This design comes from an exercise in tuning for small area, a short achievable clock period and few clock cycles per item on the open sky130 flow, not from production work.
At most, simulation tests tie the RTL to the original design; equivalence was not proved.
No functional check of the RTL was part of runs 1 to 3.
Power figures rest on the tool's default switching activity, not on a simulated workload.

File: flow/constraint.sdc
create_clock -name core_clock -period 10.0 [get_ports {clock}]
set_input_delay 2.0000 -clock core_clock [delete_from_list [all_inputs] [get_ports {clock}]]
set_output_delay 2.0000 -clock core_clock [all_outputs]
set_load 0.01 [all_outputs]
File: flow/config.mk
export PLATFORM = sky130hd
export DESIGN_NAME = snn_layer
export DESIGN_NICKNAME = snn_layer
export VERILOG_FILES = /design/flow/design.v
export SDC_FILE = /design/flow/constraint.sdc
export NUM_CORES = 4
export LEC_CHECK = 0
export CAP_MARGIN = 20
export CORE_MARGIN = 2
export CORE_UTILIZATION = 30
export PLACE_DENSITY = 0.5
export SETUP_SLACK_MARGIN = 5
export SLEW_MARGIN = 20
File: flow/run.sh
#!/bin/bash
# synth_recipe.tcl (not shown) runs the flow's synth.tcl, then flattens the netlist and writes it again
# the make line also repeats each setting of config.mk as NAME=value (left out here)
make -C /OpenROAD-flow-scripts/flow DESIGN_CONFIG=/design/flow/config.mk WORK_HOME=/design/flow/orfs CLKGATE_MAP_FILE= SYNTH_SCRIPT=/design/flow/synth_recipe.tcl finish
File: flow/design.v
package snn_pkg;
  localparam int SNN_N_NEURONS  = 16;
  localparam int SNN_N_INPUTS   = 16;
  localparam int SNN_W_WIDTH    = 8;
  localparam int SNN_POT_WIDTH  = 16;
  localparam int SNN_LEAK_SHIFT = 3;
endpackage
module snn_weight_ram #(
  parameter int N_ROWS = 16,
  parameter int N_COLS = 16,
  parameter int ADDR_W = 8,
  parameter int DATA_W = 8
) (
  input  logic                       clock,
  input  logic                       wr_en,
  input  logic [ADDR_W-1:0]          wr_addr,
  input  logic [DATA_W-1:0]          wr_data,
  input  logic [N_ROWS-1:0]          rd_sel,
  output logic [N_COLS*DATA_W-1:0]   rd_row
);
  localparam int N_WORDS = N_ROWS * N_COLS;
  logic [N_WORDS*DATA_W-1:0] mem_s;
  for (genvar e = 0; e < N_WORDS; e++) begin : g_word
    logic [DATA_W-1:0] w_q;
    always_ff @(posedge clock) begin
      if (wr_en && (wr_addr == ADDR_W'(e))) begin
        w_q <= wr_data;
      end
    end
    assign mem_s[e*DATA_W +: DATA_W] = w_q;
  end
  always_comb begin
    rd_row = '0;
    for (int r = 0; r < N_ROWS; r++) begin
      for (int c = 0; c < N_COLS; c++) begin
        rd_row[c*DATA_W +: DATA_W] = rd_row[c*DATA_W +: DATA_W]
                                   | ({DATA_W{rd_sel[r]}} & mem_s[(r*N_COLS+c)*DATA_W +: DATA_W]);
      end
    end
  end
endmodule
module snn_layer #(
  parameter int N_NEURONS  = snn_pkg::SNN_N_NEURONS,
  parameter int N_INPUTS   = snn_pkg::SNN_N_INPUTS,
  parameter int W_WIDTH    = snn_pkg::SNN_W_WIDTH,
  parameter int POT_WIDTH  = snn_pkg::SNN_POT_WIDTH,
  parameter int LEAK_SHIFT = snn_pkg::SNN_LEAK_SHIFT
) (
  input  logic                                   clock,
  input  logic                                   reset_n,
  input  logic                                   in_valid,
  output logic                                   in_ready,
  input  logic [$clog2(N_INPUTS)-1:0]            in_addr,
  input  logic                                   wr_en,
  input  logic [$clog2(N_INPUTS*N_NEURONS)-1:0]  wr_addr,
  input  logic [W_WIDTH-1:0]                     wr_data,
  input  logic [POT_WIDTH-1:0]                   threshold,
  input  logic                                   leak_tick,
  output logic                                   out_valid,
  input  logic                                   out_ready,
  output logic [$clog2(N_NEURONS)-1:0]           out_addr,
  output logic                                   busy
);
  localparam int AW_N  = $clog2(N_NEURONS);
  localparam int AW_WR = $clog2(N_INPUTS*N_NEURONS);
  localparam int P     = POT_WIDTH;
  localparam int W     = W_WIDTH;
  localparam int S     = LEAK_SHIFT;
  localparam int QD    = 6;                   
  localparam int CW    = $clog2(QD + 4);      
  localparam logic [P-1:0] SAT_MIN = {1'b1, {(P-1){1'b0}}};
  function automatic logic [AW_N-1:0] lowest_set(input logic [N_NEURONS-1:0] v);
    lowest_set = '0;
    for (int i = N_NEURONS - 1; i >= 0; i--) begin
      if (v[i]) begin
        lowest_set = AW_N'(i);
      end
    end
  endfunction
  logic                   in_ready_q, out_valid_q, busy_q;
  logic [AW_N-1:0]        out_addr_q;
  logic [N_INPUTS-1:0]    s0_sel_q;
  logic                   s0_v_q, s0_lk_q;
  logic                   we0_q;
  logic [AW_WR-1:0]       wa0_q;
  logic [W-1:0]           wd0_q;
  logic [P-1:0]           thr_q;
  logic [N_NEURONS*W-1:0] r_w_q;
  logic                   r_v_q, r_lk_q;
  logic                   lp_q;                 
  logic [P-1:0]           pot_q [N_NEURONS];
  logic [N_NEURONS-1:0]   fm_q;
  logic                   fm_v_q;
  logic [N_NEURONS-1:0]   q_q [QD];
  logic [QD-1:0]          wp_q, rp_q;           
  logic [CW-1:0]          qn_q;                 
  logic [N_NEURONS-1:0]   h_q;                  
  logic                   acc_s, hold_s, lk_in_s;
  logic [N_INPUTS-1:0]    sel_in_s;
  logic [N_INPUTS-1:0]    s0_sel_d;
  logic                   s0_v_d, s0_lk_d;
  assign lk_in_s = leak_tick;
  assign acc_s  = in_valid && in_ready_q;
  assign hold_s = s0_v_q && we0_q;
  always_comb begin
    sel_in_s = '0;
    sel_in_s[in_addr] = acc_s;
  end
  assign s0_sel_d = hold_s ? s0_sel_q : sel_in_s;
  assign s0_v_d   = hold_s ? 1'b1     : acc_s;
  assign s0_lk_d  = hold_s ? s0_lk_q  : lk_in_s;
  logic [N_INPUTS-1:0]    rd_sel_s;
  logic [N_NEURONS*W-1:0] row_s;
  logic                   r_v_d, r_lk_d;
  assign rd_sel_s = s0_sel_q & {N_INPUTS{!we0_q}};
  assign r_v_d    = s0_v_q && !we0_q;
  assign r_lk_d   = s0_lk_q && !hold_s;
  snn_weight_ram #(
    .N_ROWS (N_INPUTS),
    .N_COLS (N_NEURONS),
    .ADDR_W (AW_WR),
    .DATA_W (W)
  ) u_ram (
    .clock   (clock),
    .wr_en   (we0_q),
    .wr_addr (wa0_q),
    .wr_data (wd0_q),
    .rd_sel  (rd_sel_s),
    .rd_row  (row_s)
  );
  logic                   thr_min_s;
  logic [N_NEURONS-1:0]   fire_s;
  logic [P-1:0]           pot_d [N_NEURONS];
  assign thr_min_s = (thr_q == SAT_MIN);
  for (genvar k = 0; k < N_NEURONS; k++) begin : g_n
    logic [W-1:0] w_s;
    logic [P+1:0] a_s;      
    logic [P+1:0] x_s;      
    logic [P+1:0] wx_s;     
    logic [P+1:0] t_s;      
    logic [P+1:0] s1_s, c1_s, s2_s, c2_s;
    logic [P:0]   u_s;      
    logic [P+1:0] d_s;      
    logic         ovn_s;
    assign w_s  = r_w_q[k*W +: W];
    assign a_s  = {{2{pot_q[k][P-1]}}, pot_q[k]};
    assign x_s  = {(P+2){lp_q}} & ~{{(S+2){pot_q[k][P-1]}}, pot_q[k][P-1:S]};
    assign wx_s = {{(P+2-W){w_s[W-1]}}, w_s};
    assign t_s  = ~{{2{thr_q[P-1]}}, thr_q};
    assign s1_s = a_s ^ x_s ^ wx_s;
    assign c1_s = {((a_s & x_s) | (a_s & wx_s) | (x_s & wx_s)), lp_q};
    assign u_s  = s1_s[P:0] + c1_s[P:0];
    assign s2_s = s1_s ^ c1_s ^ t_s;
    assign c2_s = {((s1_s & c1_s) | (s1_s & t_s) | (c1_s & t_s)), 1'b1};
    assign d_s  = s2_s + c2_s;
    assign ovn_s = u_s[P] && !u_s[P-1];
    assign fire_s[k] = r_v_q && (!d_s[P+1] || thr_min_s);
    always_comb begin
      if (fire_s[k]) begin
        pot_d[k] = '0;
      end else if (ovn_s) begin
        pot_d[k] = SAT_MIN;
      end else begin
        pot_d[k] = u_s[P-1:0];
      end
    end
  end
  logic                 q_ne_s, fm_ne_s, push_s, avail_s;
  logic [N_NEURONS-1:0] q_head_s, src_s, hr_s, h_d;
  logic [AW_N-1:0]      src_idx_s, hr_idx_s, out_addr_d;
  logic                 out_valid_d, pop_s, fm_v_d;
  logic [QD-1:0]        wp_d, rp_d;
  logic [CW-1:0]        qn_d;
  logic                 busy_d, in_ready_d;
  logic                 free0_s, free1_s;
  logic [N_NEURONS-1:0] h_c   [2];
  logic [AW_N-1:0]      oa_c  [2];
  logic                 ov_c  [2];
  logic                 pop_c [2];
  assign q_ne_s  = (qn_q != '0);
  assign fm_ne_s = fm_v_q && (fm_q != '0);
  assign avail_s = q_ne_s || fm_ne_s;
  always_comb begin
    q_head_s = '0;
    for (int i = 0; i < QD; i++) begin
      q_head_s = q_head_s | (q_q[i] & {N_NEURONS{rp_q[i]}});
    end
  end
  assign src_s     = q_ne_s ? q_head_s : fm_q;
  assign src_idx_s = lowest_set(src_s);
  always_comb begin
    hr_s = h_q;
    hr_s[out_addr_q] = 1'b0;
  end
  assign hr_idx_s = lowest_set(hr_s);
  assign free0_s = !out_valid_q;
  assign free1_s = !out_valid_q || (hr_s == '0);
  always_comb begin
    h_c[0]   = free0_s ? (avail_s ? src_s : '0) : h_q;
    oa_c[0]  = free0_s ? src_idx_s : out_addr_q;
    ov_c[0]  = free0_s ? avail_s : 1'b1;
    pop_c[0] = free0_s && avail_s;
    h_c[1]   = free1_s ? (avail_s ? src_s : '0) : hr_s;
    oa_c[1]  = free1_s ? src_idx_s : hr_idx_s;
    ov_c[1]  = free1_s ? avail_s : 1'b1;
    pop_c[1] = free1_s && avail_s;
  end
  assign h_d         = out_ready ? h_c[1]   : h_c[0];
  assign out_addr_d  = out_ready ? oa_c[1]  : oa_c[0];
  assign out_valid_d = out_ready ? ov_c[1]  : ov_c[0];
  assign pop_s       = out_ready ? pop_c[1] : pop_c[0];
  assign push_s = fm_ne_s;
  assign wp_d   = push_s ? {wp_q[QD-2:0], wp_q[QD-1]} : wp_q;
  assign rp_d   = pop_s  ? {rp_q[QD-2:0], rp_q[QD-1]} : rp_q;
  assign qn_d   = qn_q + CW'(push_s) - CW'(pop_s);
  assign fm_v_d = r_v_q;
  assign in_ready_d = ((qn_d + CW'(s0_v_d) + CW'(r_v_d) + CW'(r_v_q)) < CW'(QD)) && !wr_en;
  assign busy_d     = s0_v_d || r_v_d || fm_v_d || (qn_d != '0) || out_valid_d;
  always_ff @(posedge clock or negedge reset_n) begin
    if (!reset_n) begin
      in_ready_q  <= 1'b1;
      out_valid_q <= 1'b0;
      out_addr_q  <= '0;
      busy_q      <= 1'b0;
      s0_sel_q    <= '0;
      s0_v_q      <= 1'b0;
      s0_lk_q     <= 1'b0;
      r_w_q       <= '0;
      r_v_q       <= 1'b0;
      r_lk_q      <= 1'b0;
      lp_q        <= 1'b0;
      fm_v_q      <= 1'b0;
      wp_q        <= QD'(1);
      rp_q        <= QD'(1);
      qn_q        <= '0;
      h_q         <= '0;
      for (int i = 0; i < N_NEURONS; i++) begin
        pot_q[i] <= '0;
      end
    end else begin
      in_ready_q  <= in_ready_d;
      out_valid_q <= out_valid_d;
      out_addr_q  <= out_addr_d;
      busy_q      <= busy_d;
      s0_sel_q    <= s0_sel_d;
      s0_v_q      <= s0_v_d;
      s0_lk_q     <= s0_lk_d;
      r_w_q       <= row_s;
      r_v_q       <= r_v_d;
      r_lk_q      <= r_lk_d;
      lp_q        <= r_lk_q;
      fm_v_q      <= fm_v_d;
      wp_q        <= wp_d;
      rp_q        <= rp_d;
      qn_q        <= qn_d;
      h_q         <= h_d;
      for (int i = 0; i < N_NEURONS; i++) begin
        pot_q[i] <= pot_d[i];
      end
    end
  end
  always_ff @(posedge clock) begin
    we0_q <= wr_en;
    wa0_q <= wr_addr;
    wd0_q <= wr_data;
    thr_q <= threshold;
    fm_q  <= fire_s;
    for (int i = 0; i < QD; i++) begin
      if (push_s && wp_q[i]) begin
        q_q[i] <= fm_q;
      end
    end
  end
  assign in_ready  = in_ready_q;
  assign out_valid = out_valid_q;
  assign out_addr  = out_addr_q;
  assign busy      = busy_q;
endmodule
==> flow_metrics.env, run 1 <==
export IMPL_critPathRequiredTime_ps=10770
export IMPL_maxSlewViolCount=0
export IMPL_cellPowerDensity_nw_per_um2=272.4
export IMPL_grt_pass1_vias=80240
export IMPL_final_common_cell="edfxtp_1"
export IMPL_cts_sinks=2638
export IMPL_critPathMaxStageDelay_ps=570
export IMPL_drt_total_wl_mm=383.9
export IMPL_crit_slowest_cell="fa_1"
export IMPL_synthDistinctLibCells=98
export IMPL_cts_root_buf="clkbuf_16"
export IMPL_drive_above_1_share=0.07903
export IMPL_drt_vias_per_instance=5.195
export IMPL_drc=0
export IMPL_reg2reg_slack_ps=5260
export IMPL_clkLatencyLatePin_ps=930
export IMPL_p_int_mw=25.32
export IMPL_synthesis_nets=10300
export IMPL_finalSetupViolations=0
export IMPL_grt_max_degree=181
export IMPL_r2r_end="pot_q[0][4]$_DFF_PN0_"
export IMPL_status="timing/DRC/antenna clean"
export IMPL_p_clk_frac=0.279
export IMPL_cp_start_kind="register"
export IMPL_area_delta_synth_final_pct=13.92
export IMPL_path_clk_slew_ps=60
export IMPL_synth_top_area_frac=0.5103
export IMPL_ys_dominant_reg_cell="edfxtp_1"
export IMPL_fmax_mhz=210.9
export IMPL_antenna_found_initial=24
export IMPL_r2r_start="lp_q$_DFF_PN0_"
export IMPL_critPathBufInv=3
export IMPL_cts_max_path_buffers=4
export IMPL_p_sw_mw=13.83
export IMPL_layout_common_cells="edfxtp_1, inv_1, nor2_1, ha_1"
export IMPL_pwr_share_comb=0.380
export IMPL_ff2ff_path_depth=15
export IMPL_fin_area_sq_um=143700
export IMPL_ys_ff_latch=2638
export IMPL_synth_warnings=9
export IMPL_finalWorstPathRequiredPeriod_ps=4741
export IMPL_hp_start="r_lk_q$_DFF_PN0_"
export IMPL_timing_final_crit_share=0.4741
export IMPL_swShare=0.3533
export IMPL_rows=238
export IMPL_min_path_cells=0
export IMPL_yosysSeqAreaShare=0.6064
export IMPL_slew_headroom=0.1651
export IMPL_ios=49
export IMPL_synth_top_cell_by_area="edfxtp_1"
export IMPL_cts_tree="built"
export IMPL_hold_path_class="reg2reg"
export IMPL_netlist_area_sq_um=126200
export IMPL_async_reset_ff_frac=0.1687
export IMPL_hold_viol=0
export IMPL_leakagePower_nw=54.23
export IMPL_path_max_fanout=71
export IMPL_grt_pass1_wl_mm=557.2
export IMPL_synth_edff_count=2144
export IMPL_critPathTopFamily="compound AO/OA/AOI/OAI gates"
export IMPL_cts_htree_levels=5
export IMPL_place_area_sq_um=133700
export IMPL_grt_usage=0.1762
export IMPL_cp_arrival_ps=5510
export IMPL_seq_power_share=0.341
export IMPL_finalClockSkew_ps=77.41
export IMPL_cts_made_buffers=296
export IMPL_wl_per_cell_microns=25.41
export IMPL_dieArea_sq_um=425700
export IMPL_min_to="lp_q$_DFF_PN0_"
export IMPL_synth_top_cells_by_area="edfxtp_1, dfrtp_1, fa_1"
export IMPL_nets=10440
export IMPL_first_pass_iters=9
export IMPL_grt_setup_unrepaired="yes"
export IMPL_first_iter_violations=7299
export IMPL_ir_worst_vdd_mv=0.1478
export IMPL_synth_avg_cell_area_sq_um=13.73
export IMPL_tns_ps=0
export IMPL_worstMarginPinSlew_ps=1248
export IMPL_port_buffers=48
export IMPL_netlist_instances=9190
export IMPL_start_util=0.3007
export IMPL_critical_path_class="reg2reg"
export IMPL_die_y_microns=652.5
export IMPL_gp_congestion=0.8412
export IMPL_maxCapViolations=0
export IMPL_core_area_sq_um=419600
export IMPL_end_kind="register"
export IMPL_overflow=0
export IMPL_drtAntennaViolNets=0
export IMPL_crit_chain="buf_16 -> nor2b_1 -> fa_1 -> inv_1 -> fa_1 -> inv_1 -> ha_1 -> a21oi_1 -> o21ai_0 -> a311o_1 -> a41o_1 -> a2111o_1 -> and3_1 -> o21bai_4 -> a211oi_1"
export IMPL_fp_dieW_microns=652.5
export IMPL_vias=78490
export IMPL_dpl_hpwl_mm=240.1
## cell usage after synthesis, types with 25 or more instances
cell	count
nor2_1	624
nand2b_1	29
a22oi_1	51
nor2b_1	261
a21oi_1	243
o21ai_0	175
or3_1	33
o211ai_1	31
a211oi_1	74
and2_1	38
dfxtp_1	49
ha_1	539
nor3b_1	25
and3_1	41
xor2_1	101
edfxtp_1	2144
inv_1	1122
nor4_1	25
a221oi_1	527
clkbuf_1	292
dfrtp_1	442
nor3_1	77
o21a_1	72
buf_1	31
a21o_1	133
a31oi_1	35
fa_1	531
nand4_1	174
a22o_1	531
nand2_1	201
xnor2_1	108
nand3_1	83
## stage by stage
stage | setup slack (ps) | util | cells | total power, mW | hold slack (ps)
after global routing | 4911 | 0.3425 | 15100 | 42.13 | 366.8
after CTS | 5002 | 0.3418 | 15090 | 39.41 | 350.0
after floorplan | 5144 | - | 9190 | 24.69 | 331.2
final | 5259 | 0.3425 | 15110 | 39.15 | 347.8
after detailed placement | 4415 | 0.3185 | 14540 | 28.28 | 337.1
after global placement | 4442 | 0.3183 | 14530 | 27.94 | 336.1
## power groups by stage
stage	Clock, mW	Sequential, mW	Combinational (mW)
floorplan	0	13.4	11.3
global placement	0	13.6	14.4
detailed placement	0	13.6	14.7
CTS	11.1	13.4	14.9
global route	11.5	13.4	17.2
finish	10.9	13.3	14.9
## state kept, by name (all words and copies together), names as in the netlist, 8 cells and up
register,flops
wd0_q,8
pot_q,256
h_q,16
u_ram.g_word.w_q,2048
wa0_q,8
fm_q,16
thr_q,16
r_w_q,128
q_q,96
s0_sel_q,16
## metal layers
layer	vias to the layer above	part of all wire	track usage
met5	-	0.00011	0
met3	489	0.064	0.02763
met4	6	0.024	0.04139
met2	2495	0.48	0.2957
li1	34560	-	-
met1	40940	0.43	0.2387
## cells by family (layout without fill, tap and decap cells)
logic type / count (synthesis) / count (layout) / share of synthesized area
other cells: 0 / 9 / 0
xor+xnor: 209 / 209 / 0.01451
compound gates: 2096 / 2096 / 0.1286
buf+inv: 1468 / 1857 / 0.04409
mux: 10 / 10 / 0.0008034
simple gates: 1699 / 1699 / 0.06786
flops: 2638 / 2638 / 0.6064
fa+ha+maj: 1070 / 1070 / 0.1377
## worst max-delay path by stage
stage	from	end	slack (ps)	cells past startpoint
after CTS	out_addr_q[0]$_DFFE_PN0P_	in_ready_q$_DFF_PN1_	5000	20
after global placement	out_ready	in_ready_q$_DFF_PN1_	4440	16
final	lp_q$_DFF_PN0_	pot_q[0][4]$_DFF_PN0_	5260	15
after global routing	out_addr_q[0]$_DFFE_PN0P_	in_ready_q$_DFF_PN1_	4910	20
after floorplan	lp_q$_DFF_PN0_	pot_q[6][10]$_DFF_PN0_	5140	15
after detailed placement	lp_q$_DFF_PN0_	pot_q[8][3]$_DFF_PN0_	4420	13
## area by class of cell
| type | count | area (sq um) |
|---|---|---|
| Antenna cell | 9 | 22.52 |
| Fill cell | 40370 | 275900 |
| Tap cell | 5520 | 6907 |
| Inverter | 1124 | 4222 |
| Timing Repair Buffer | 188 | 1839 |
| Sequential cell | 2638 | 76560 |
| Clock buffer | 381 | 8068 |
| Multi-Input combinational cell | 5084 | 44530 |
| Clock inverter | 164 | 1570 |
## what timing repair did
action,CTS,global route
gates resized for setup,12,21
buffers inserted,5,5
cloned,1,0
endpoints found under the setup margin,200,108
hold buffers,0,0
pin swaps,0,2
==> inputs of run 2 (changes only) <==
==> flow/flow/run.sh (new file) <==
#!/bin/bash
set -euo pipefail
bash standard.sh SETUP_SLACK_MARGIN=6.5 finish > standard_flow.log 2>&1
==> flow/standard.sh (new file) <==
#!/bin/bash
# synth_recipe.tcl (not shown) runs the flow's synth.tcl, then flattens the netlist and writes it again
# the make line also repeats each setting of config.mk as NAME=value (left out here)
make -C /OpenROAD-flow-scripts/flow DESIGN_CONFIG=/design/flow/config.mk WORK_HOME=/design/flow/orfs CLKGATE_MAP_FILE= SYNTH_SCRIPT=/design/flow/synth_recipe.tcl "${@:-finish}"
--- a/flow/config.mk
+++ b/flow/config.mk
@@ -9,5 +9,4 @@
 export CORE_MARGIN = 2
 export CORE_UTILIZATION = 30
 export PLACE_DENSITY = 0.5
-export SETUP_SLACK_MARGIN = 5
 export SLEW_MARGIN = 20
removed: flow/run.sh
==> run 2 against run 1 <==
  * Critical path depth increased by 3
  * Power increased by 11%
  * Wire length increased by 3.3%
  * Sequential power about the same
  * Final area increased by 4.8%
  * Count of clock-buffer cells in the layout decreased by 4
  * Sequential cell count unchanged
  * Clock power about the same
  * Die area unchanged
  * Utilization increased by 1.6 points
  * Area after synthesis unchanged
  * Critical endpoint is now pot_q[14][4]$_DFF_PN0_
  * Largest power group unchanged
==> flow_metrics.env, run 2 <==
export IMPL_finalClockSkew_ps=98.24
export IMPL_hold_viol=0
export IMPL_ys_ff_latch=2638
export IMPL_hp_start="r_lk_q$_DFF_PN0_"
export IMPL_dr_wl_met3_mm=25.18
export IMPL_cp_start_kind="register"
export IMPL_grt_setup_unrepaired="yes"
export IMPL_min_path_cells=0
export IMPL_core_area_sq_um=419600
export IMPL_cts_max_path_buffers=4
export IMPL_path_max_fanout=8
export IMPL_holdWs_ps=373.3
export IMPL_gp_congestion=0.8233
export IMPL_first_iter_violations=7325
export IMPL_grt_pass1_wl_mm=566.9
export IMPL_timing_final_crit_share=0.4464
export IMPL_maxSlewViolCount=0
export IMPL_async_reset_ff_frac=0.1687
export IMPL_final_common_cell="edfxtp_1"
export IMPL_ys_top_cells_by_count="edfxtp_1, inv_1, nor2_1"
export IMPL_wl_per_cell_microns=25.83
export IMPL_top_register="u_ram.g_word.w_q"
export IMPL_grt_max_degree=194
export IMPL_drtAntennaViolNets=0
export IMPL_ff2ff_path_depth=18
export IMPL_fp_dieW_microns=652.5
export IMPL_r2r_start="lp_q$_DFF_PN0_"
export IMPL_critical_path_class="reg2reg"
export IMPL_rows=238
export IMPL_end_kind="register"
export IMPL_synth_warnings=9
export IMPL_vias=80150
export IMPL_synthesis_nets=10300
export IMPL_tns_ps=0
export IMPL_synth_avg_cell_area_sq_um=13.73
export IMPL_synthDistinctLibCells=98
export IMPL_nets=10700
export IMPL_synth_top_cells_by_area="edfxtp_1, dfrtp_1, fa_1"
export IMPL_fmax_mhz=224.0
export IMPL_ios=49
export IMPL_finalSetupViolations=0
export IMPL_critPathBufInv=6
export IMPL_leakagePower_nw=56.45
export IMPL_cp_arrival_ps=5240
export IMPL_synth_top_area_frac=0.5103
export IMPL_finalWorstPathRequiredPeriod_ps=4464
export IMPL_yosysMostFrequentCell="edfxtp_1"
export IMPL_yosysSeqAreaShare=0.6064
export IMPL_reg_top3="u_ram.g_word.w_q: 2048 flops, pot_q: 256 flops, r_w_q: 128 flops"
export IMPL_start_util=0.3007
export IMPL_drt_total_wl_mm=396.4
export IMPL_area_delta_synth_final_pct=19.35
export IMPL_cts_root_buf="clkbuf_16"
export IMPL_synth_edff_count=2144
export IMPL_drc=0
export IMPL_critPathRequiredTime_ps=10780
export IMPL_synth_top_cell_by_area="edfxtp_1"
export IMPL_crit_slowest_cell="dfrtp_4"
export IMPL_netlist_instances=9190
export IMPL_clkLatencyLatePin_ps=950
export IMPL_antenna_found_initial=30
export IMPL_maxCapViolations=0
export IMPL_slew_headroom=0.1466
export IMPL_path_clk_slew_ps=60
export IMPL_largest_reg_flops=2048
export IMPL_overflow=0
export IMPL_min_to="lp_q$_DFF_PN0_"
export IMPL_ir_worst_vdd_mv=0.1587
export IMPL_top_layer="met5"
export IMPL_grt_pass1_vias=81350
export IMPL_port_buffers=48
export IMPL_drive_above_1_share=0.1671
export IMPL_cts_made_buffers=299
export IMPL_seqCellArea_sq_um=76570
export IMPL_status="timing/DRC/antenna clean"
export IMPL_drt_vias_per_instance=5.222
export IMPL_multi_input_area_sq_um=48320
export IMPL_cts_htree_levels=5
export IMPL_critPathTopFamily="compound AO/OA/AOI/OAI gates"
export IMPL_dieArea_sq_um=425700
export IMPL_cellPowerDensity_nw_per_um2=289.4
export IMPL_critPathMaxStageDelay_ps=510
export IMPL_m1WireLength_mm=174.3
export IMPL_r2r_end="pot_q[14][4]$_DFF_PN0_"
export IMPL_crit_chain="buf_12 -> buf_16 -> nor2b_4 -> fa_1 -> inv_1 -> fa_1 -> inv_1 -> ha_1 -> a21o_1 -> a21o_1 -> a2111oi_4 -> o31a_1 -> o2111a_1 -> nor4_4 -> buf_4 -> o21bai_4 -> buf_12 -> nor3_2"
export IMPL_layout_common_cells="edfxtp_1, inv_1, a22o_1, a221oi_1, fa_1"
export IMPL_cts_sinks=2638
export IMPL_netlist_area_sq_um=126200
export IMPL_dpl_hpwl_mm=235.1
export IMPL_cts_tree="built"
export IMPL_dr_wl_met2_mm=186.0
export IMPL_reg2reg_slack_ps=5540
export IMPL_worstMarginPinSlew_ps=1276
export IMPL_ys_dominant_reg_cell="edfxtp_1"
export IMPL_die_y_microns=652.5
export IMPL_hold_path_class="reg2reg"
export IMPL_fillCellCount=39820
export IMPL_grt_usage=0.1792
export IMPL_first_pass_iters=7
## run 2: cell counts after synthesis
No cell type changed its count.
## run 2: metal layers
layer  vias up  global-route usage
met5         -                   0
met4        10             0.04426
met3       571             0.02526
met2      2644              0.2935
met1     41850              0.2501
li1      35080                   -
## run 2: worst max path at each step
stage,slack (ps),start,end,depth (start not counted)
4_1_cts,5550,lp_q$_DFF_PN0_,pot_q[0][7]$_DFF_PN0_,16
2_1_floorplan,5600,lp_q$_DFF_PN0_,pot_q[6][10]$_DFF_PN0_,15
3_5_place_dp,4210,lp_q$_DFF_PN0_,pot_q[5][9]$_DFF_PN0_,16
6_report,5540,lp_q$_DFF_PN0_,pot_q[14][4]$_DFF_PN0_,18
5_1_grt,5420,lp_q$_DFF_PN0_,pot_q[14][4]$_DFF_PN0_,18
3_3_place_gp,4220,out_ready,in_ready_q$_DFF_PN1_,15
## run 2: area by class of cell
| type | instances | area share |
|---|---|---|
| multi-input combinational | 5094 | 0.3209 |
| clock buffer | 377 | 0.05364 |
| tap | 5520 | 0.04587 |
| timing repair buffer | 435 | 0.03192 |
| antenna | 4 | 0.00006648 |
| sequential | 2638 | 0.5086 |
| inverter | 1124 | 0.02815 |
| clock inverter | 156 | 0.01086 |
## run 2: cells by family after synthesis
group                    count (synthesis)  share of synthesized area
flip-flops                            2638                     0.6064
AO/OA/AOI/OAI                         2096                     0.1286
AND/OR/NAND/NOR                       1699                    0.06786
buffers and inverters                 1468                    0.04409
adder cells (fa/ha/maj)               1070                     0.1377
XOR/XNOR                               209                    0.01451
multiplexers                            10                  0.0008034
## run 2: through the flow
step | util | area, sq um | setup slack [ps] | power (mW) | std cells
floorplan | - | 126800 | 5603 | 24.96 | 9190
global placement | 0.3191 | 133900 | 4223 | 28.13 | 14520
detailed placement | 0.3193 | 134000 | 4205 | 28.47 | 14520
CTS | 0.3496 | 146700 | 5548 | 41.03 | 15210
global route | 0.3588 | 150600 | 5424 | 46.66 | 15350
finish | 0.3588 | 150600 | 5536 | 43.57 | 15350
## run 2: what timing repair did
action                                  in CTS  in global routing
gates cloned                                25                 13
hold buffers                                 0                  0
gates resized for setup                    337                599
setup buffers                              136                116
endpoints found under the setup margin     383                285
pin swaps                                  147                369
## run 2: power breakdown
part	internal [mW]	switching (mW)
clock network	6.42	4.59
logic	8.85	10.3
registers	12.7	0.722
total	27.9	15.6
==> inputs of run 3 (changes only) <==
--- a/flow/design.v
+++ b/flow/design.v
@@ -94,7 +94,7 @@
   logic [N_NEURONS-1:0]   q_q [QD];
   logic [QD-1:0]          wp_q, rp_q;           
   logic [CW-1:0]          qn_q;                 
-  logic [N_NEURONS-1:0]   h_q;                  
+  logic [N_NEURONS-1:0]   rest_q;               
   logic                   acc_s, hold_s, lk_in_s;
   logic [N_INPUTS-1:0]    sel_in_s;
   logic [N_INPUTS-1:0]    s0_sel_d;
@@ -166,17 +166,26 @@
     end
   end
   logic                 q_ne_s, fm_ne_s, push_s, avail_s;
-  logic [N_NEURONS-1:0] q_head_s, src_s, hr_s, h_d;
-  logic [AW_N-1:0]      src_idx_s, hr_idx_s, out_addr_d;
+  logic [N_NEURONS-1:0] q_head_s, src_s, src_rest_s, rest_rest_s, rest_d;
+  logic [AW_N-1:0]      src_idx_s, rest_idx_s, out_addr_d;
   logic                 out_valid_d, pop_s, fm_v_d;
   logic [QD-1:0]        wp_d, rp_d;
-  logic [CW-1:0]        qn_d;
+  logic [CW-1:0]        qn_d, m_s, k_s;
   logic                 busy_d, in_ready_d;
   logic                 free0_s, free1_s;
-  logic [N_NEURONS-1:0] h_c   [2];
-  logic [AW_N-1:0]      oa_c  [2];
-  logic                 ov_c  [2];
-  logic                 pop_c [2];
+  logic [N_NEURONS-1:0] rest_c [2];
+  logic [AW_N-1:0]      oa_c   [2];
+  logic                 ov_c   [2];
+  logic                 pop_c  [2];
+  logic                 ir_c   [2][2];
+  function automatic logic [N_NEURONS-1:0] clear_lowest(input logic [N_NEURONS-1:0] v);
+    logic below;
+    below = 1'b0;
+    for (int i = 0; i < N_NEURONS; i++) begin
+      clear_lowest[i] = v[i] && below;
+      below = below || v[i];
+    end
+  endfunction
   assign q_ne_s  = (qn_q != '0);
   assign fm_ne_s = fm_v_q && (fm_q != '0);
   assign avail_s = q_ne_s || fm_ne_s;
@@ -186,36 +195,41 @@
       q_head_s = q_head_s | (q_q[i] & {N_NEURONS{rp_q[i]}});
     end
   end
-  assign src_s     = q_ne_s ? q_head_s : fm_q;
-  assign src_idx_s = lowest_set(src_s);
-  always_comb begin
-    hr_s = h_q;
-    hr_s[out_addr_q] = 1'b0;
-  end
-  assign hr_idx_s = lowest_set(hr_s);
+  assign src_s       = q_ne_s ? q_head_s : fm_q;
+  assign src_idx_s   = lowest_set(src_s);
+  assign src_rest_s  = clear_lowest(src_s);
+  assign rest_idx_s  = lowest_set(rest_q);
+  assign rest_rest_s = clear_lowest(rest_q);
   assign free0_s = !out_valid_q;
-  assign free1_s = !out_valid_q || (hr_s == '0);
-  always_comb begin
-    h_c[0]   = free0_s ? (avail_s ? src_s : '0) : h_q;
-    oa_c[0]  = free0_s ? src_idx_s : out_addr_q;
-    ov_c[0]  = free0_s ? avail_s : 1'b1;
-    pop_c[0] = free0_s && avail_s;
-    h_c[1]   = free1_s ? (avail_s ? src_s : '0) : hr_s;
-    oa_c[1]  = free1_s ? src_idx_s : hr_idx_s;
-    ov_c[1]  = free1_s ? avail_s : 1'b1;
-    pop_c[1] = free1_s && avail_s;
-  end
-  assign h_d         = out_ready ? h_c[1]   : h_c[0];
-  assign out_addr_d  = out_ready ? oa_c[1]  : oa_c[0];
-  assign out_valid_d = out_ready ? ov_c[1]  : ov_c[0];
-  assign pop_s       = out_ready ? pop_c[1] : pop_c[0];
+  assign free1_s = !out_valid_q || (rest_q == '0);
+  always_comb begin
+    rest_c[0] = free0_s ? src_rest_s : rest_q;
+    oa_c[0]   = free0_s ? src_idx_s  : out_addr_q;
+    ov_c[0]   = free0_s ? avail_s    : 1'b1;
+    pop_c[0]  = free0_s && avail_s;
+    rest_c[1] = free1_s ? src_rest_s : rest_rest_s;
+    oa_c[1]   = free1_s ? src_idx_s  : rest_idx_s;
+    ov_c[1]   = free1_s ? avail_s    : 1'b1;
+    pop_c[1]  = free1_s && avail_s;
+  end
+  assign rest_d      = out_ready ? rest_c[1] : rest_c[0];
+  assign out_addr_d  = out_ready ? oa_c[1]   : oa_c[0];
+  assign out_valid_d = out_ready ? ov_c[1]   : ov_c[0];
+  assign pop_s       = out_ready ? pop_c[1]  : pop_c[0];
   assign push_s = fm_ne_s;
   assign wp_d   = push_s ? {wp_q[QD-2:0], wp_q[QD-1]} : wp_q;
   assign rp_d   = pop_s  ? {rp_q[QD-2:0], rp_q[QD-1]} : rp_q;
-  assign qn_d   = qn_q + CW'(push_s) - CW'(pop_s);
+  assign m_s    = qn_q + CW'(push_s);
+  assign qn_d   = m_s - CW'(pop_s);
   assign fm_v_d = r_v_q;
-  assign in_ready_d = ((qn_d + CW'(s0_v_d) + CW'(r_v_d) + CW'(r_v_q)) < CW'(QD)) && !wr_en;
-  assign busy_d     = s0_v_d || r_v_d || fm_v_d || (qn_d != '0) || out_valid_d;
+  assign k_s = m_s + CW'(r_v_d) + CW'(r_v_q);
+  assign ir_c[0][0] = (k_s < CW'(QD));
+  assign ir_c[0][1] = (k_s < CW'(QD + 1));
+  assign ir_c[1][0] = (k_s < CW'(QD - 1));
+  assign ir_c[1][1] = (k_s < CW'(QD));
+  assign in_ready_d = ir_c[s0_v_d][pop_s] && !wr_en;
+  assign busy_d     = s0_v_d || r_v_d || fm_v_d || out_valid_d
+                   || (pop_s ? (m_s > CW'(1)) : (m_s != '0));
   always_ff @(posedge clock or negedge reset_n) begin
     if (!reset_n) begin
       in_ready_q  <= 1'b1;
@@ -233,7 +247,7 @@
       wp_q        <= QD'(1);
       rp_q        <= QD'(1);
       qn_q        <= '0;
-      h_q         <= '0;
+      rest_q      <= '0;
       for (int i = 0; i < N_NEURONS; i++) begin
         pot_q[i] <= '0;
       end
@@ -253,7 +267,7 @@
       wp_q        <= wp_d;
       rp_q        <= rp_d;
       qn_q        <= qn_d;
-      h_q         <= h_d;
+      rest_q      <= rest_d;
       for (int i = 0; i < N_NEURONS; i++) begin
         pot_q[i] <= pot_d[i];
       end
==> flow/flow/run.sh (replaced) <==
#!/bin/bash
set -euo pipefail
bash standard.sh SETUP_SLACK_MARGIN=6.5 MATCH_CELL_FOOTPRINT=0 finish > standard_flow.log 2>&1
==> run 3 against run 2 <==
  * Die area up 0.17%
  * Hold slack better by 54 ps
  * Sequential cell count decreased by 1
  * Synthesized cell count is 1.6% higher
  * Sequential share of layout area decreased by 0.13 points
  * Via count is 1.4% higher
  * Critical path depth shrank 1
  * Largest power group unchanged
  * Final cell count grew 1.4%
  * Power decreased by 2.6%
  * Non-clock buffer count up 57
  * Maximum frequency grew 1.4%
==> flow_metrics.env, run 3 <==
export IMPL_synth_top_cells_by_area="edfxtp_1, dfrtp_1, fa_1"
export IMPL_top_register="u_ram.g_word.w_q"
export IMPL_nets=10910
export IMPL_cts_max_path_buffers=4
export IMPL_layout_common_cells="edfxtp_1, inv_1, a22o_1, fa_1, a221oi_1"
export IMPL_synth_top_cell_by_area="edfxtp_1"
export IMPL_place_area_sq_um=134500
export IMPL_fin_cells=15570
export IMPL_grt_usage=0.1852
export IMPL_hold_viol=0
export IMPL_yosysMostFrequentCell="edfxtp_1"
export IMPL_yosysSeqAreaShare=0.6052
export IMPL_finalClockSkew_ps=50.86
export IMPL_ios=49
export IMPL_gp_congestion=0.8282
export IMPL_ys_top_cells_by_count="edfxtp_1, inv_1, nor2_1"
export IMPL_finalWorstPathRequiredPeriod_ps=4403
export IMPL_critPathRequiredTime_ps=10820
export IMPL_end_kind="register"
export IMPL_drive_above_1_share=0.1664
export IMPL_drt_vias_per_instance=5.220
export IMPL_hold_path_class="reg2reg"
export IMPL_cts_htree_levels=5
export IMPL_pre_cts_slack_ps=4339
export IMPL_dieArea_sq_um=426500
export IMPL_fin_ws_ps=5597
export IMPL_leakagePower_nw=56.88
export IMPL_maxSlewViolCount=0
export IMPL_antenna_found_initial=35
export IMPL_vias=81260
export IMPL_start_util=0.3010
export IMPL_wl_per_cell_microns=26.03
export IMPL_maxCapViolations=0
export IMPL_netlist_area_sq_um=126400
export IMPL_critPathMaxStageDelay_ps=560
export IMPL_status="timing/DRC/antenna clean"
export IMPL_worstMarginPinSlew_ps=1213
export IMPL_grt_max_degree=167
export IMPL_core_area_sq_um=419900
export IMPL_rows=238
export IMPL_cts_sinks=2637
export IMPL_drc=0
export IMPL_grt_setup_unrepaired="yes"
export IMPL_critical_path_class="reg2reg"
export IMPL_cellPowerDensity_nw_per_um2=281.1
export IMPL_synth_edff_count=2144
export IMPL_synth_avg_cell_area_sq_um=13.54
export IMPL_overflow=0
export IMPL_first_iter_violations=7614
export IMPL_clkLatencyLatePin_ps=950
export IMPL_cp_arrival_ps=5220
export IMPL_first_pass_iters=6
export IMPL_ys_dominant_reg_cell="edfxtp_1"
export IMPL_cp_start_kind="register"
export IMPL_crit_chain="buf_12 -> buf_16 -> nor2b_4 -> fa_1 -> inv_2 -> fa_1 -> inv_2 -> ha_4 -> a21o_1 -> a21o_1 -> a2111oi_4 -> o31ai_2 -> or4b_4 -> nand3_4 -> nand3_4 -> buf_12 -> nor4_4"
export IMPL_drtAntennaViolNets=0
export IMPL_largest_reg_flops=2048
export IMPL_fin_area_sq_um=150900
export IMPL_dpl_hpwl_mm=244.0
export IMPL_drt_total_wl_mm=405.2
export IMPL_grt_pass1_vias=82990
export IMPL_ys_ff_latch=2637
export IMPL_ir_worst_vdd_mv=0.1207
export IMPL_slew_headroom=0.1882
export IMPL_fmax_mhz=227.1
export IMPL_finalSetupViolations=0
export IMPL_reg_top3="u_ram.g_word.w_q: 2048 flops, pot_q: 256 flops, r_w_q: 128 flops"
export IMPL_hold_buffers=0
export IMPL_post_route_util=0.3594
export IMPL_port_buffers=48
export IMPL_cts_tree="built"
export IMPL_synthesis_nets=10440
export IMPL_cts_made_buffers=301
export IMPL_area_delta_synth_final_pct=19.39
export IMPL_final_common_cell="edfxtp_1"
export IMPL_async_reset_ff_frac=0.1684
export IMPL_netlist_instances=9336
export IMPL_synthDistinctLibCells=90
export IMPL_tns_ps=0
export IMPL_synth_warnings=10
export IMPL_crit_slowest_cell="fa_1"
export IMPL_grt_pass1_wl_mm=584.6
export IMPL_timing_final_crit_share=0.4403
export IMPL_path_max_fanout=6
export IMPL_dp_cells=14700
export IMPL_path_clk_slew_ps=60
export IMPL_synth_top_area_frac=0.5094
export IMPL_cts_root_buf="clkbuf_16"
export IMPL_die_y_microns=653.0
export IMPL_fp_dieW_microns=653.0
-- run 3: cell types whose count changed in the layout (fill, tap and decap cells not counted), moves of 25 or more --
cell,delta
inv_1,+135
nand2b_1,+77
nand2_1,+56
nor2b_1,-55
inv_2,-37
buf_6,+34
ha_4,-31
nor2_4,-31
buf_4,+29
ha_1,+28
a21o_1,-25
-- run 3: critical path, delay by kind of cell, from the launching register on --
family	cells	cell delay [ps]
compound gates	4	790
fa+ha+maj	3	1270
flops	1	520
simple gates	5	1080
buf+inv	5	620
-- run 3: kinds of logic (layout without fill, tap and decap cells) --
| kind of cell | Yosys count | after routing | share of synthesized area |
|---|---|---|---|
| mux | 17 | 17 | 0.001475 |
| fa+ha+maj | 1065 | 1065 | 0.1369 |
| buf+inv | 1560 | 2253 | 0.04657 |
| compound gates | 2059 | 2064 | 0.1254 |
| simple gates | 1822 | 1829 | 0.07232 |
| flops | 2637 | 2637 | 0.6052 |
| other cells | 0 | 6 | 0 |
| xor+xnor | 176 | 176 | 0.01220 |
-- run 3: repair_timing --
item	in CTS	in global routing
pin swaps	184	273
setup buffers	170	101
gates resized for setup	466	408
setup endpoints to repair	369	366
gates cloned	34	3
-- run 3: cell type report --
type	count	area, sq um
Fill cell	40120	269000
Inverter	1216	4564
Clock buffer	400	8314
Sequential cell	2637	76540
Tap cell	5520	6907
Multi-Input combinational cell	5151	48120
Timing Repair Buffer	492	5165
Clock inverter	145	1252
Antenna cell	6	15.01
-- run 3: routing by layer --
metal | wire (microns) | part of all wire | GRT usage | up-vias
met2 | 192700 | 0.48 | 0.3077 | 2674
met1 | 175200 | 0.43 | 0.2528 | 42390
met5 | 76 | 0.00019 | 0 | -
li1 | - | - | - | 35590
met3 | 24240 | 0.060 | 0.02439 | 603
met4 | 12940 | 0.032 | 0.05329 | 10
-- run 3: path summary, 6_finish.rpt --
check | to | slack (ps) | from | cells after the start
max in group asynchronous | r_w_q[39]$_DFF_PN0_ | 6790 | reset_n | 3
worst max register to register | pot_q[14][2]$_DFF_PN0_ | 5600 | lp_q$_DFF_PN0_ | 17
min in group asynchronous | pot_q[3][14]$_DFF_PN0_ | 1060 | reset_n | 1
worst min register to register | lp_q$_DFF_PN0_ | 430 | r_lk_q$_DFF_PN0_ | 0
worst min-delay path | lp_q$_DFF_PN0_ | 430 | r_lk_q$_DFF_PN0_ | 0
worst max-delay path | pot_q[14][2]$_DFF_PN0_ | 5600 | lp_q$_DFF_PN0_ | 17
-- run 3: per-stage QoR --
step	power [mW]	hold WS (ps)
floorplan	24.73	331.2
global placement	27.92	410.3
detailed placement	28.25	381.8
CTS	40.96	417.9
global route	45.39	422.4
finish	42.42	427.8
-- run 3: report_power, final --
group	internal [mW]	switching, mW	leakage [nW]
sequential	12.6	0.544	25.3
clock	6.20	4.65	4.67
combinational	8.29	10.1	27.0
==> inputs of run 4 (changes only) <==
--- a/flow/design.v
+++ b/flow/design.v
@@ -11,33 +11,56 @@
   parameter int ADDR_W = 8,
   parameter int DATA_W = 8
 ) (
-  input  logic                       clock,
-  input  logic                       wr_en,
-  input  logic [ADDR_W-1:0]          wr_addr,
-  input  logic [DATA_W-1:0]          wr_data,
-  input  logic [N_ROWS-1:0]          rd_sel,
-  output logic [N_COLS*DATA_W-1:0]   rd_row
+  input  logic                         clock,
+  input  logic                         wr_en,
+  input  logic [ADDR_W-1:0]            wr_addr,
+  input  logic [DATA_W-1:0]            wr_data,
+  input  logic [N_ROWS-1:0]            rd_sel,
+  output logic [N_COLS*DATA_W-1:0]     rd_row,
+  output logic [$clog2(N_ROWS)-1:0]    base,
+  output logic                         wr_pend,
+  output logic                         wr_pend_next
 );
-  localparam int N_WORDS = N_ROWS * N_COLS;
-  logic [N_WORDS*DATA_W-1:0] mem_s;
-  for (genvar e = 0; e < N_WORDS; e++) begin : g_word
-    logic [DATA_W-1:0] w_q;
-    always_ff @(posedge clock) begin
-      if (wr_en && (wr_addr == ADDR_W'(e))) begin
-        w_q <= wr_data;
+  localparam int RW = $clog2(N_ROWS);
+  localparam int CW = $clog2(N_COLS);
+  localparam int RB = N_COLS * DATA_W;
+  logic [RW-1:0]     base_q;
+  logic              wb_v_q;
+  logic [ADDR_W-1:0] wb_a_q;
+  logic [DATA_W-1:0] wb_d_q;
+  logic [RB-1:0]     pos_q [N_ROWS];
+  logic              land_s;
+  logic [RB-1:0]     wrap_s;
+  assign land_s = wb_v_q && (wb_a_q[ADDR_W-1 -: RW] == base_q);
+  always_comb begin
+    wrap_s = pos_q[0];
+    for (int c = 0; c < N_COLS; c++) begin
+      if (land_s && (wb_a_q[CW-1:0] == CW'(c))) begin
+        wrap_s[c*DATA_W +: DATA_W] = wb_d_q;
       end
     end
-    assign mem_s[e*DATA_W +: DATA_W] = w_q;
+  end
+  always_ff @(posedge clock) begin
+    base_q <= base_q + RW'(1);
+    wb_v_q <= wr_en || (wb_v_q && !land_s);
+    if (wr_en) begin
+      wb_a_q <= wr_addr;
+      wb_d_q <= wr_data;
+    end
+    for (int p = 0; p < N_ROWS - 1; p++) begin
+      pos_q[p] <= pos_q[p+1];
+    end
+    pos_q[N_ROWS-1] <= wrap_s;
   end
   always_comb begin
     rd_row = '0;
-    for (int r = 0; r < N_ROWS; r++) begin
-      for (int c = 0; c < N_COLS; c++) begin
-        rd_row[c*DATA_W +: DATA_W] = rd_row[c*DATA_W +: DATA_W]
-                                   | ({DATA_W{rd_sel[r]}} & mem_s[(r*N_COLS+c)*DATA_W +: DATA_W]);
-      end
+    for (int p = 0; p < N_ROWS; p++) begin
+      rd_row = rd_row | ({RB{rd_sel[p]}} & pos_q[p]);
     end
   end
+  assign base         = base_q;
+  assign wr_pend      = wb_v_q;
+  assign wr_pend_next = wr_en || (wb_v_q && !land_s);
 endmodule
 module snn_layer #(
   parameter int N_NEURONS  = snn_pkg::SNN_N_NEURONS,
@@ -62,6 +85,7 @@
   output logic                                   busy
 );
   localparam int AW_N  = $clog2(N_NEURONS);
+  localparam int AW_IN = $clog2(N_INPUTS);
   localparam int AW_WR = $clog2(N_INPUTS*N_NEURONS);
   localparam int P     = POT_WIDTH;
   localparam int W     = W_WIDTH;
@@ -81,9 +105,6 @@
   logic [AW_N-1:0]        out_addr_q;
   logic [N_INPUTS-1:0]    s0_sel_q;
   logic                   s0_v_q, s0_lk_q;
-  logic                   we0_q;
-  logic [AW_WR-1:0]       wa0_q;
-  logic [W-1:0]           wd0_q;
   logic [P-1:0]           thr_q;
   logic [N_NEURONS*W-1:0] r_w_q;
   logic                   r_v_q, r_lk_q;
@@ -96,24 +117,27 @@
   logic [CW-1:0]          qn_q;                 
   logic [N_NEURONS-1:0]   rest_q;               
   logic                   acc_s, hold_s, lk_in_s;
+  logic [AW_IN-1:0]       base_s, pos_in_s;
+  logic                   wr_pend_s, wr_pend_d;
   logic [N_INPUTS-1:0]    sel_in_s;
   logic [N_INPUTS-1:0]    s0_sel_d;
   logic                   s0_v_d, s0_lk_d;
   assign lk_in_s = leak_tick;
   assign acc_s  = in_valid && in_ready_q;
-  assign hold_s = s0_v_q && we0_q;
+  assign hold_s = s0_v_q && wr_pend_s;
+  assign pos_in_s = in_addr - base_s - AW_IN'(1);
   always_comb begin
     sel_in_s = '0;
-    sel_in_s[in_addr] = acc_s;
+    sel_in_s[pos_in_s] = acc_s;
   end
-  assign s0_sel_d = hold_s ? s0_sel_q : sel_in_s;
+  assign s0_sel_d = hold_s ? {s0_sel_q[0], s0_sel_q[N_INPUTS-1:1]} : sel_in_s;
   assign s0_v_d   = hold_s ? 1'b1     : acc_s;
   assign s0_lk_d  = hold_s ? s0_lk_q  : lk_in_s;
   logic [N_INPUTS-1:0]    rd_sel_s;
   logic [N_NEURONS*W-1:0] row_s;
   logic                   r_v_d, r_lk_d;
-  assign rd_sel_s = s0_sel_q & {N_INPUTS{!we0_q}};
-  assign r_v_d    = s0_v_q && !we0_q;
+  assign rd_sel_s = s0_sel_q & {N_INPUTS{!wr_pend_s}};
+  assign r_v_d    = s0_v_q && !wr_pend_s;
   assign r_lk_d   = s0_lk_q && !hold_s;
   snn_weight_ram #(
     .N_ROWS (N_INPUTS),
@@ -121,12 +145,15 @@
     .ADDR_W (AW_WR),
     .DATA_W (W)
   ) u_ram (
-    .clock   (clock),
-    .wr_en   (we0_q),
-    .wr_addr (wa0_q),
-    .wr_data (wd0_q),
-    .rd_sel  (rd_sel_s),
-    .rd_row  (row_s)
+    .clock        (clock),
+    .wr_en        (wr_en),
+    .wr_addr      (wr_addr),
+    .wr_data      (wr_data),
+    .rd_sel       (rd_sel_s),
+    .rd_row       (row_s),
+    .base         (base_s),
+    .wr_pend      (wr_pend_s),
+    .wr_pend_next (wr_pend_d)
   );
   logic                   thr_min_s;
   logic [N_NEURONS-1:0]   fire_s;
@@ -227,15 +254,14 @@
   assign ir_c[0][1] = (k_s < CW'(QD + 1));
   assign ir_c[1][0] = (k_s < CW'(QD - 1));
   assign ir_c[1][1] = (k_s < CW'(QD));
-  assign in_ready_d = ir_c[s0_v_d][pop_s] && !wr_en;
-  assign busy_d     = s0_v_d || r_v_d || fm_v_d || out_valid_d
+  assign in_ready_d = ir_c[s0_v_d][pop_s] && !wr_pend_d;
+  assign busy_d     = wr_pend_d || s0_v_d || r_v_d || fm_v_d || out_valid_d
                    || (pop_s ? (m_s > CW'(1)) : (m_s != '0));
   always_ff @(posedge clock or negedge reset_n) begin
     if (!reset_n) begin
       in_ready_q  <= 1'b1;
       out_valid_q <= 1'b0;
       out_addr_q  <= '0;
-      busy_q      <= 1'b0;
       s0_sel_q    <= '0;
       s0_v_q      <= 1'b0;
       s0_lk_q     <= 1'b0;
@@ -255,7 +281,6 @@
       in_ready_q  <= in_ready_d;
       out_valid_q <= out_valid_d;
       out_addr_q  <= out_addr_d;
-      busy_q      <= busy_d;
       s0_sel_q    <= s0_sel_d;
       s0_v_q      <= s0_v_d;
       s0_lk_q     <= s0_lk_d;
@@ -274,9 +299,7 @@
     end
   end
   always_ff @(posedge clock) begin
-    we0_q <= wr_en;
-    wa0_q <= wr_addr;
-    wd0_q <= wr_data;
+    busy_q <= busy_d;
     thr_q <= threshold;
     fm_q  <= fire_s;
     for (int i = 0; i < QD; i++) begin
==> flow/flow/run.sh (replaced) <==
#!/bin/bash
set -euo pipefail
bash standard.sh SETUP_SLACK_MARGIN=7 TNS_END_PERCENT=0 MATCH_CELL_FOOTPRINT=0 finish > standard_flow.log 2>&1
==> run 4 against run 3 <==
  * Combinational power decreased by 17%
  * Non-clock buffer count shrank 269
  * Sequential cell count up 4
  * Area after synthesis is 16% lower
  * Largest power group unchanged
  * Final area decreased by 18%
  * Setup slack worse by 140 ps
  * Utilization is 0.85 points lower
  * Hold slack worse by 120 ps
==> flow_metrics.env, run 4 <==
export IMPL_r2r_end="pot_q[1][6]$_DFF_PN0_"
export IMPL_wl_per_cell_microns=22.46
export IMPL_grt_setup_unrepaired="yes"
export IMPL_drtAntennaViolNets=0
export IMPL_ys_ff_latch=2641
export IMPL_crit_chain="buf_12 -> buf_16 -> buf_6 -> nor2b_1 -> fa_1 -> ha_1 -> inv_1 -> fa_1 -> nor2b_2 -> o31a_1 -> o31ai_2 -> a211oi_2 -> nor3_1 -> o31ai_1 -> nand2b_2 -> buf_12 -> a211oi_1"
export IMPL_yosysMostFrequentCell="dfxtp_1"
export IMPL_layout_common_cells="dfxtp_1, inv_1, ha_1, fa_1, a22o_1"
export IMPL_area_delta_synth_final_pct=16.22
export IMPL_reg_top3="u_ram.pos_q: 2048 flops, pot_q: 256 flops, r_w_q: 128 flops"
export IMPL_clkLatencyLatePin_ps=850
export IMPL_cts_max_path_buffers=4
export IMPL_gp_congestion=0.8450
export IMPL_ys_dominant_reg_cell="dfxtp_1"
export IMPL_drt_total_wl_mm=321.4
export IMPL_grt_pass1_wl_mm=481.3
export IMPL_r2r_start="lp_q$_DFF_PN0_"
export IMPL_fmax_mhz=220.0
export IMPL_first_pass_iters=6
export IMPL_drc=0
export IMPL_seq_power_share=0.316
export IMPL_port_buffers=48
export IMPL_ios=49
export IMPL_synth_avg_cell_area_sq_um=11.62
export IMPL_p_int_mw=24.03
export IMPL_fillCellCount=34610
export IMPL_fin_ws_ps=5455
export IMPL_finalSetupViolations=0
export IMPL_pwr_share_comb=0.404
export IMPL_critPathMaxStageDelay_ps=550
export IMPL_dpl_hpwl_mm=193.7
export IMPL_ir_worst_vdd_mv=0.1420
export IMPL_maxCapViolations=0
export IMPL_cts_htree_levels=5
export IMPL_ys_top_cells_by_count="dfxtp_1, inv_1, ha_1"
export IMPL_fin_cells=14310
export IMPL_yosysSeqAreaShare=0.5272
export IMPL_fin_area_sq_um=123900
export IMPL_p_total_mw=37.54
export IMPL_first_iter_violations=4880
export IMPL_async_reset_ff_frac=0.1677
export IMPL_cts_made_buffers=277
export IMPL_synth_top_cells_by_area="dfxtp_1, dfrtp_1, fa_1"
export IMPL_post_route_util=0.3508
export IMPL_tns_ps=0
export IMPL_multi_input_area_sq_um=45500
export IMPL_grt_usage=0.1754
export IMPL_crit_slowest_cell="fa_1"
export IMPL_reg2reg_slack_ps=5450
export IMPL_maxSlewViolCount=0
export IMPL_worstMarginPinSlew_ps=1081
export IMPL_seqCellArea_sq_um=56240
export IMPL_p_clk_frac=0.281
export IMPL_grt_pass1_vias=74600
export IMPL_swShare=0.3599
export IMPL_netlist_area_sq_um=106600
export IMPL_pre_cts_slack_ps=4019
export IMPL_synth_edff_count=112
export IMPL_cp_arrival_ps=5250
export IMPL_synth_top_cell_by_area="dfxtp_1"
export IMPL_fp_dieW_microns=600.2
export IMPL_min_path_cells=0
export IMPL_synthDistinctLibCells=84
export IMPL_netlist_instances=9178
export IMPL_min_to="u_ram.pos_q[7][6]$_DFF_P_"
export IMPL_cellPowerDensity_nw_per_um2=303.0
export IMPL_critPathRequiredTime_ps=10710
export IMPL_holdWs_ps=309.7
export IMPL_cts_tree="built"
export IMPL_cts_sinks=2641
export IMPL_hp_start="u_ram.pos_q[8][6]$_DFF_P_"
export IMPL_critical_path_class="reg2reg"
export IMPL_finalWorstPathRequiredPeriod_ps=4545
export IMPL_grt_max_degree=131
export IMPL_drive_above_1_share=0.09881
export IMPL_rows=218
export IMPL_path_clk_slew_ps=60
export IMPL_die_y_microns=600.2
export IMPL_leakagePower_nw=53.00
export IMPL_vias=71050
export IMPL_top_register="u_ram.pos_q"
export IMPL_synth_top_area_frac=0.3916
export IMPL_final_common_cell="dfxtp_1"
export IMPL_end_kind="register"
export IMPL_timing_final_crit_share=0.4545
export IMPL_path_max_fanout=15
export IMPL_dieArea_sq_um=360200
export IMPL_core_area_sq_um=353200
export IMPL_cts_root_buf="clkbuf_16"
export IMPL_overflow=0
export IMPL_slew_headroom=0.2791
export IMPL_dp_cells=13720
export IMPL_status="timing/DRC/antenna clean"
export IMPL_largest_reg_flops=2048
export IMPL_hold_path_class="reg2reg"
export IMPL_antenna_found_initial=21
export IMPL_p_sw_mw=13.51
export IMPL_finalClockSkew_ps=63.27
export IMPL_start_util=0.3019
export IMPL_cp_start_kind="register"
export IMPL_drt_vias_per_instance=4.965
export IMPL_hold_viol=0
export IMPL_synth_warnings=11
export IMPL_ff2ff_path_depth=17
export IMPL_place_area_sq_um=112900
export IMPL_synthesis_nets=10290
export IMPL_nets=10470
run 4: cell type report:
cell class,count,area share
tap,4730,0.04776
timing repair buffer,223,0.01976
sequential,2641,0.4538
clock buffer,404,0.06544
multi-input combinational,5008,0.3672
clock inverter,87,0.009198
inverter,1211,0.03670
antenna,7,0.0001414
run 4: metal layers:
metal | GRT usage | part of all wire | vias up
met1 | 0.2368 | 0.46 | 36180
met5 | 0 | 0 | -
met3 | 0.02074 | 0.044 | 443
met2 | 0.2946 | 0.47 | 1749
met4 | 0.04945 | 0.027 | 0
li1 | - | - | 32680
run 4: cells by family after synthesis:
group,share of synthesized area
buffers and inverters,0.05424
AOI/OAI and AO/OA,0.1498
muxes,0.01568
and+or+nand+nor,0.07514
adders and majority gates,0.1629
xor gates and xnor gates,0.01511
DFF,0.5272
run 4: how the worst max path moves through the flow:
| stage | from | end | slack (ps) | depth (start not counted) |
|---|---|---|---|---|
| after floorplan | lp_q$_DFF_PN0_ | pot_q[9][10]$_DFF_PN0_ | 5570 | 17 |
| after global placement | lp_q$_DFF_PN0_ | pot_q[8][4]$_DFF_PN0_ | 4140 | 13 |
| after detailed placement | lp_q$_DFF_PN0_ | pot_q[8][4]$_DFF_PN0_ | 4020 | 14 |
| after CTS | lp_q$_DFF_PN0_ | pot_q[12][4]$_DFF_PN0_ | 5520 | 18 |
| after global routing | lp_q$_DFF_PN0_ | pot_q[8][4]$_DFF_PN0_ | 5330 | 16 |
| final | lp_q$_DFF_PN0_ | pot_q[1][6]$_DFF_PN0_ | 5450 | 17 |
run 4: power by group through the flow:
stage                     Combinational [mW]  Clock, mW  Sequential (mW)
after floorplan                         11.0          0             11.9
after global placement                  14.0          0             12.1
after detailed placement                14.2          0             12.1
after CTS                               15.0       10.8             11.9
after global routing                    17.4       11.2             11.9
final                                   15.2       10.5             11.8
run 4: worst max-delay path: cells and delay by family, from the launching register on:
kind            cells  cell delay [ps]
compound gates      5             1270
fa+ha+maj           3             1230
buf+inv             5              760
flops               1              480
simple gates        4              590
run 4: repair_timing:
action | CTS | global route
pin swaps | 34 | 17
endpoints found under the setup margin | 591 | 599
hold endpoints to repair | 0 | 0
gates resized for setup | 95 | 49
gates cloned | 18 | 5
buffers inserted | 50 | 17
hold buffers | 0 | 0
Testbench counts of run 4, summed over its fixed seeds: cycles 2,116, events 1,920.

## static timing again, ports no longer ideal
How much do the figures lean on ideal ports? The routed layouts below were timed once more, with nothing changed but the port constraints. Step 1 sets driving cells, clkbuf_16 on the clock port and buf_2 on the other inputs (assumed; they add their load-dependent delay and slew). Step 2 adds t to the input delays and takes it off the output delays; t is the mean of the earliest and latest rising clock arrival at the registers after step 1. Input paths then give back, and output paths get back, about the clock's delay inside the block. Three values: ideal, step 1, step 2; two values: the first two.
run | t, ns | slack for setup (ns) | hold slack, ns | worst data-port slew with drivers (ns) | cell pins on the clock port's net
run 1 | 0.997 | 5.259 / 5.259 / 4.633 | 0.348 / 0.348 / 0.348 | 0.15 | 1
run 2 | 1.004 | 5.536 / 5.536 / 5.048 | 0.373 / 0.373 / 0.373 | 0.10 | 1
run 3 | 1.032 | 5.597 / 5.597 / 5.597 | 0.428 / 0.428 / 0.428 | 0.09 | 1
run 4 | 0.923 | 5.455 / 5.455 / 5.309 | 0.310 / 0.310 / 0.310 | 0.06 | 1
After both steps every run listed still meets setup and hold. The setup slack of run 1, which loses most, moves by 0.000 ns with the drivers and by -0.626 ns with both steps.
